Background: an optimization exercise with open tools, aiming at small area and few clock cycles per item. Do not read the settings as production practice.
At most, simulation tests tie the RTL to the original design; equivalence was not proved.
Power is estimated from default activity; no workload was simulated.

==> run a: inputs <==
Design barrier_basket_payoff, start of the top module:
module barrier_basket_payoff #(
  parameter int unsigned MAX_ASSETS = bbp_pkg::MaxAssetsDefault,
  parameter int unsigned MAX_STEPS  = bbp_pkg::MaxStepsDefault
) (
  input  wire                                clk_i,
  input  wire                                rst_ni,
  input  wire                                cfg_we_i,
  input  wire  [bbp_pkg::CfgIdxW-1:0]        cfg_idx_i,
  input  wire  [bbp_pkg::CfgW-1:0]           cfg_data_i,
  input  wire                                s_axis_tvalid,
  output logic                               s_axis_tready,
  input  wire  [bbp_pkg::InDataW-1:0]        s_axis_tdata,
  input  wire                                s_axis_tuser,
  input  wire                                s_axis_tlast,
  output logic                               m_axis_tvalid,
  input  wire                                m_axis_tready,
  output logic [bbp_pkg::PriceW-1:0]         m_axis_tdata,
  output logic                               m_axis_tuser
);
==> module bbp_resolve, before the edit <==
module bbp_resolve (
  input  wire [63:0] sum_i,
  input  wire [5:0]  c_i,
  output wire [63:0] val_o
);
  wire [63:0] cv;
  assign cv = {({63'd0, c_i[0]} << 14) | ({63'd0, c_i[1]} << 23) | ({63'd0, c_i[2]} << 31) | ({63'd0, c_i[3]} << 39) | ({63'd0, c_i[4]} << 48) | ({63'd0, c_i[5]} << 62)};
  assign val_o = sum_i + cv;
endmodule
==> flow/config.mk <==
export PLATFORM = sky130hd
export DESIGN_NAME = barrier_basket_payoff
export DESIGN_NICKNAME = barrier_basket_payoff
export VERILOG_FILES = /design/flow/design.v
export SDC_FILE = /design/flow/constraint.sdc
export NUM_CORES = 4
export LEC_CHECK = 0
export CAP_MARGIN = 20
export CORE_MARGIN = 2
export CORE_UTILIZATION = 40
export CTS_BUF_LIST = sky130_fd_sc_hd__clkbuf_8 sky130_fd_sc_hd__clkbuf_16
export CTS_CLUSTER_DIAMETER = 100
export CTS_CLUSTER_SIZE = 30
export SLEW_MARGIN = 20
export SYNTH_HIERARCHICAL = 1
export SYNTH_MINIMUM_KEEP_SIZE = 0
==> flow/constraint.sdc <==
create_clock -name core_clock -period 10.0 [get_ports {clk_i}]
set_input_delay 2.0000 -clock core_clock [delete_from_list [all_inputs] [get_ports {clk_i}]]
set_output_delay 2.0000 -clock core_clock [all_outputs]
set_load 0.01 [all_outputs]
standard.sh (not shown) runs the stock make flow with config.mk's settings and CLKGATE_MAP_FILE= SYNTH_SCRIPT=/design/flow/synth_recipe.tcl, a recipe that flattens the netlist after the stock synthesis.
==> flow/flow/run.sh <==
#!/bin/bash
set -euo pipefail
export RECOVER_POWER=100
export BUFFER_PORTS_ARGS="-buffer_cell sky130_fd_sc_hd__buf_1"
bash standard.sh > make_finish.log 2>&1
==> run b (differences from run a) <==
--- a/flow/design.v
+++ b/flow/design.v
@@ -1424,9 +1424,119 @@
   input  wire [5:0]  c_i,
   output wire [63:0] val_o
 );
-  wire [63:0] cv;
-  assign cv = {({63'd0, c_i[0]} << 14) | ({63'd0, c_i[1]} << 23) | ({63'd0, c_i[2]} << 31) | ({63'd0, c_i[3]} << 39) | ({63'd0, c_i[4]} << 48) | ({63'd0, c_i[5]} << 62)};
-  assign val_o = sum_i + cv;
+  assign val_o[13:0] = sum_i[13:0];
+  assign val_o[14] = sum_i[14] ^ c_i[0];
+  wire t14 = sum_i[14] & c_i[0];
+  assign val_o[15] = sum_i[15] ^ t14;
+  wire a15 = t14 & sum_i[15];
+  assign val_o[16] = sum_i[16] ^ a15;
+  wire a16 = a15 & sum_i[16];
+  assign val_o[17] = sum_i[17] ^ a16;
+  wire a17 = a16 & sum_i[17];
+  assign val_o[18] = sum_i[18] ^ a17;
+  wire a18 = a17 & sum_i[18];
+  assign val_o[19] = sum_i[19] ^ a18;
+  wire a19 = a18 & sum_i[19];
+  assign val_o[20] = sum_i[20] ^ a19;
+  wire a20 = a19 & sum_i[20];
+  assign val_o[21] = sum_i[21] ^ a20;
+  wire a21 = a20 & sum_i[21];
+  assign val_o[22] = sum_i[22] ^ a21;
+  wire k23;
+  bbp_andw #(.N(9)) u_k23 (.a_i({sum_i[22:15], t14}), .y_o(k23));
+  assign val_o[23] = sum_i[23] ^ c_i[1] ^ k23;
+  wire t23 = (sum_i[23] & c_i[1]) | (sum_i[23] & k23) | (c_i[1] & k23);
+  assign val_o[24] = sum_i[24] ^ t23;
+  wire a24 = t23 & sum_i[24];
+  assign val_o[25] = sum_i[25] ^ a24;
+  wire a25 = a24 & sum_i[25];
+  assign val_o[26] = sum_i[26] ^ a25;
+  wire a26 = a25 & sum_i[26];
+  assign val_o[27] = sum_i[27] ^ a26;
+  wire a27 = a26 & sum_i[27];
+  assign val_o[28] = sum_i[28] ^ a27;
+  wire a28 = a27 & sum_i[28];
+  assign val_o[29] = sum_i[29] ^ a28;
+  wire a29 = a28 & sum_i[29];
+  assign val_o[30] = sum_i[30] ^ a29;
+  wire k31;
+  bbp_andw #(.N(8)) u_k31 (.a_i({sum_i[30:24], t23}), .y_o(k31));
+  assign val_o[31] = sum_i[31] ^ c_i[2] ^ k31;
+  wire t31 = (sum_i[31] & c_i[2]) | (sum_i[31] & k31) | (c_i[2] & k31);
+  assign val_o[32] = sum_i[32] ^ t31;
+  wire a32 = t31 & sum_i[32];
+  assign val_o[33] = sum_i[33] ^ a32;
+  wire a33 = a32 & sum_i[33];
+  assign val_o[34] = sum_i[34] ^ a33;
+  wire a34 = a33 & sum_i[34];
+  assign val_o[35] = sum_i[35] ^ a34;
+  wire a35 = a34 & sum_i[35];
+  assign val_o[36] = sum_i[36] ^ a35;
+  wire a36 = a35 & sum_i[36];
+  assign val_o[37] = sum_i[37] ^ a36;
+  wire a37 = a36 & sum_i[37];
+  assign val_o[38] = sum_i[38] ^ a37;
+  wire k39;
+  bbp_andw #(.N(8)) u_k39 (.a_i({sum_i[38:32], t31}), .y_o(k39));
+  assign val_o[39] = sum_i[39] ^ c_i[3] ^ k39;
+  wire t39 = (sum_i[39] & c_i[3]) | (sum_i[39] & k39) | (c_i[3] & k39);
+  assign val_o[40] = sum_i[40] ^ t39;
+  wire a40 = t39 & sum_i[40];
+  assign val_o[41] = sum_i[41] ^ a40;
+  wire a41 = a40 & sum_i[41];
+  assign val_o[42] = sum_i[42] ^ a41;
+  wire a42 = a41 & sum_i[42];
+  assign val_o[43] = sum_i[43] ^ a42;
+  wire a43 = a42 & sum_i[43];
+  assign val_o[44] = sum_i[44] ^ a43;
+  wire a44 = a43 & sum_i[44];
+  assign val_o[45] = sum_i[45] ^ a44;
+  wire a45 = a44 & sum_i[45];
+  assign val_o[46] = sum_i[46] ^ a45;
+  wire a46 = a45 & sum_i[46];
+  assign val_o[47] = sum_i[47] ^ a46;
+  wire k48;
+  bbp_andw #(.N(9)) u_k48 (.a_i({sum_i[47:40], t39}), .y_o(k48));
+  assign val_o[48] = sum_i[48] ^ c_i[4] ^ k48;
+  wire t48 = (sum_i[48] & c_i[4]) | (sum_i[48] & k48) | (c_i[4] & k48);
+  assign val_o[49] = sum_i[49] ^ t48;
+  wire a49 = t48 & sum_i[49];
+  assign val_o[50] = sum_i[50] ^ a49;
+  wire a50 = a49 & sum_i[50];
+  assign val_o[51] = sum_i[51] ^ a50;
+  wire a51 = a50 & sum_i[51];
+  assign val_o[52] = sum_i[52] ^ a51;
+  wire a52 = a51 & sum_i[52];
+  assign val_o[53] = sum_i[53] ^ a52;
+  wire a53 = a52 & sum_i[53];
+  assign val_o[54] = sum_i[54] ^ a53;
+  wire a54 = a53 & sum_i[54];
+  assign val_o[55] = sum_i[55] ^ a54;
+  wire a55 = a54 & sum_i[55];
+  assign val_o[56] = sum_i[56] ^ a55;
+  wire a56 = a55 & sum_i[56];
+  assign val_o[57] = sum_i[57] ^ a56;
+  wire a57 = a56 & sum_i[57];
+  assign val_o[58] = sum_i[58] ^ a57;
+  wire a58 = a57 & sum_i[58];
+  assign val_o[59] = sum_i[59] ^ a58;
+  wire a59 = a58 & sum_i[59];
+  assign val_o[60] = sum_i[60] ^ a59;
+  wire a60 = a59 & sum_i[60];
+  assign val_o[61] = sum_i[61] ^ a60;
+  wire k62;
+  bbp_andw #(.N(14)) u_k62 (.a_i({sum_i[61:49], t48}), .y_o(k62));
+  assign val_o[62] = sum_i[62] ^ c_i[5] ^ k62;
+  wire t62 = (sum_i[62] & c_i[5]) | (sum_i[62] & k62) | (c_i[5] & k62);
+  assign val_o[63] = sum_i[63] ^ t62;
+endmodule
+module bbp_andw #(
+  parameter int N = 2
+) (
+  input  wire [N-1:0] a_i,
+  output wire         y_o
+);
+  assign y_o = &a_i;
 endmodule
 module bbp_fa (
   input  wire a_i,
==> flow/flow/run.sh (replaced) <==
#!/bin/bash
# The standard layout (standard.sh) with two changes:
#  - after the standard synthesis, flow/downsize.tcl swaps the combinational
#    cells that synthesis sized up back to their _1 variants (same function
#    and pins); the layout's own repair steps size up what timing needs;
#  - every input and output port is buffered with buf_1 instead of the
#    default clkdlybuf4s50_1 (BUFFER_PORTS_ARGS).
# Each tool's output goes to a log file of its own in this folder.
set -euo pipefail
export BUFFER_PORTS_ARGS="-buffer_cell sky130_fd_sc_hd__buf_1"
R="orfs/results/${FLOW_PLATFORM}/barrier_basket_payoff/base"
bash standard.sh synth > make_synth.log 2>&1
ODB_IN="$R/1_synth.odb" ODB_OUT="$R/1_synth_small.odb" \
  openroad -no_init -exit flow/downsize.tcl > downsize.log 2>&1
mv "$R/1_synth_small.odb" "$R/1_synth.odb"
bash standard.sh > make_finish.log 2>&1
==> flow/flow/downsize.tcl (new file) <==
# Swap upsized combinational cells of the synthesized netlist to their _1
# variant (same function and pins); the layout's repair steps size them up
# again where timing needs it.
read_db $::env(ODB_IN)
set db [ord::get_db]
set block [[$db getChip] getBlock]
set n 0
foreach inst [$block getInsts] {
  set m [$inst getMaster]
  set name [$m getName]
  if {[regexp {^sky130_fd_sc_hd__(a22oi|a21oi|o21ai|nand2|nor2|xor2|xnor2|a22o|o22ai|a221oi|a211oi|and2|or2|nand3|nor3|and3|inv|buf|nor4|nand4|o21a|a21o)_([2-9]|1[0-9])$} $name -> base size]} {
    set new [$db findMaster sky130_fd_sc_hd__${base}_1]
    if {$new != "NULL"} {
      $inst swapMaster $new
      incr n
    }
  }
}
puts "downsized $n instances"
write_db $::env(ODB_OUT)
CORE_UTILIZATION = 50   (was 40)
==> run c (differences from run a) <==
==> flow/run.sh (new file) <==
#!/bin/bash
# synth_recipe.tcl (not shown) runs the flow's synth.tcl, then flattens the netlist and writes it again
# the make line also repeats each setting of config.mk as NAME=value (left out here)
make -C /OpenROAD-flow-scripts/flow DESIGN_CONFIG=/design/flow/config.mk WORK_HOME=/design/flow/orfs CLKGATE_MAP_FILE= SYNTH_SCRIPT=/design/flow/synth_recipe.tcl finish
removed: flow/flow/run.sh
removed: flow/standard.sh
==> metrics.md <==
| Metric | Value |
|---|---|
| Outcome | finished clean |
| Clock Skew | about 0.093 ns |
| Logic power comb | about 1.7 mW |
| # placed instances | 5993 |
| Post-Syn Area per Cell | about 14 µm² |
| Clock latency (worst-skew pair) | 0.74 ns |
the above is filed under run c

==> metrics.md <==
| Metric | Value |
|---|---|
| Outcome | finished clean |
| Final period util | about 92% |
| Clock Skew | 0.06033 ns |
| # placed instances | 5468 |
| Logic power comb | 1.42 mW |
| Clock latency (worst-skew pair) | 0.74 ns |
| Post-Syn Area per Cell | roughly 14 µm² |
the above is filed under run b

==> metrics.md <==
| Metric | Value |
|---|---|
| # placed instances | 5994 |
| CTS HTree Levels | 2 |
| Logic power comb | 1.62 mW |
| Non-CTS buffers | 296 |
| Final Slew Violations | 283 |
| Clock Skew | 0.07547 ns |
| Crit-path cells | nand2b_1 -> nor2_2 -> a222oi_1 -> and3_1 -> nand4_1 -> inv_1 -> nor2_4 -> buf_4 -> a22oi_1 -> xnor2_1 -> fa_1 -> fa_1 -> fa_1 -> fa_1 -> fa_2 -> fa_2 -> fa_2 -> fa_2 -> fa_2 -> fa_2 -> fa_2 -> fa_2 -> fa_2 |
| Max Cap Viol | 8 |
| SO Viols | max-capacitance violations, max-slew violations |
| CP dominant cell by count | fa_2 |
| Outcome | failed layout checks |
| Compound-Gate Fraction of Synth Area | 15.35% |
the above is filed under run a

Testbench counts of run b, summed over its fixed seeds: cycles 15,480, items 320.
The RTL of run a and run c was laid out without a check of its function.

==> port drivers added, routing unchanged <==
How much do the figures lean on ideal ports? The routed layouts below were timed once more, with nothing changed but the port constraints.
Step 1 assumes that a clkbuf_16 drives the clock port and a buf_2 every other input.
Step 2 moves the port delays by t, midway between the first and last clock arrival at a register: inputs arrive t later, outputs are due t later. That takes back most of the time a late clock gives input paths.
Three values: ideal ports, drivers, drivers and shift; two values: the first two.
| run | t (ns) | setup WS [ns] | hold slack, ns | worst register clock-pin slew, ns |
|---|---|---|---|---|
| run a | 0.797 | 0.503 / 0.503 / 0.503 | 0.322 / 0.322 / 0.322 | 0.11 / 0.11 |
| run b | 0.783 | 0.827 / 0.827 / 0.827 | 0.322 / 0.322 / 0.322 | 0.12 / 0.12 |
| run c | 0.774 | 0.610 / 0.610 / 0.610 | 0.332 / 0.332 / 0.332 | 0.11 / 0.11 |
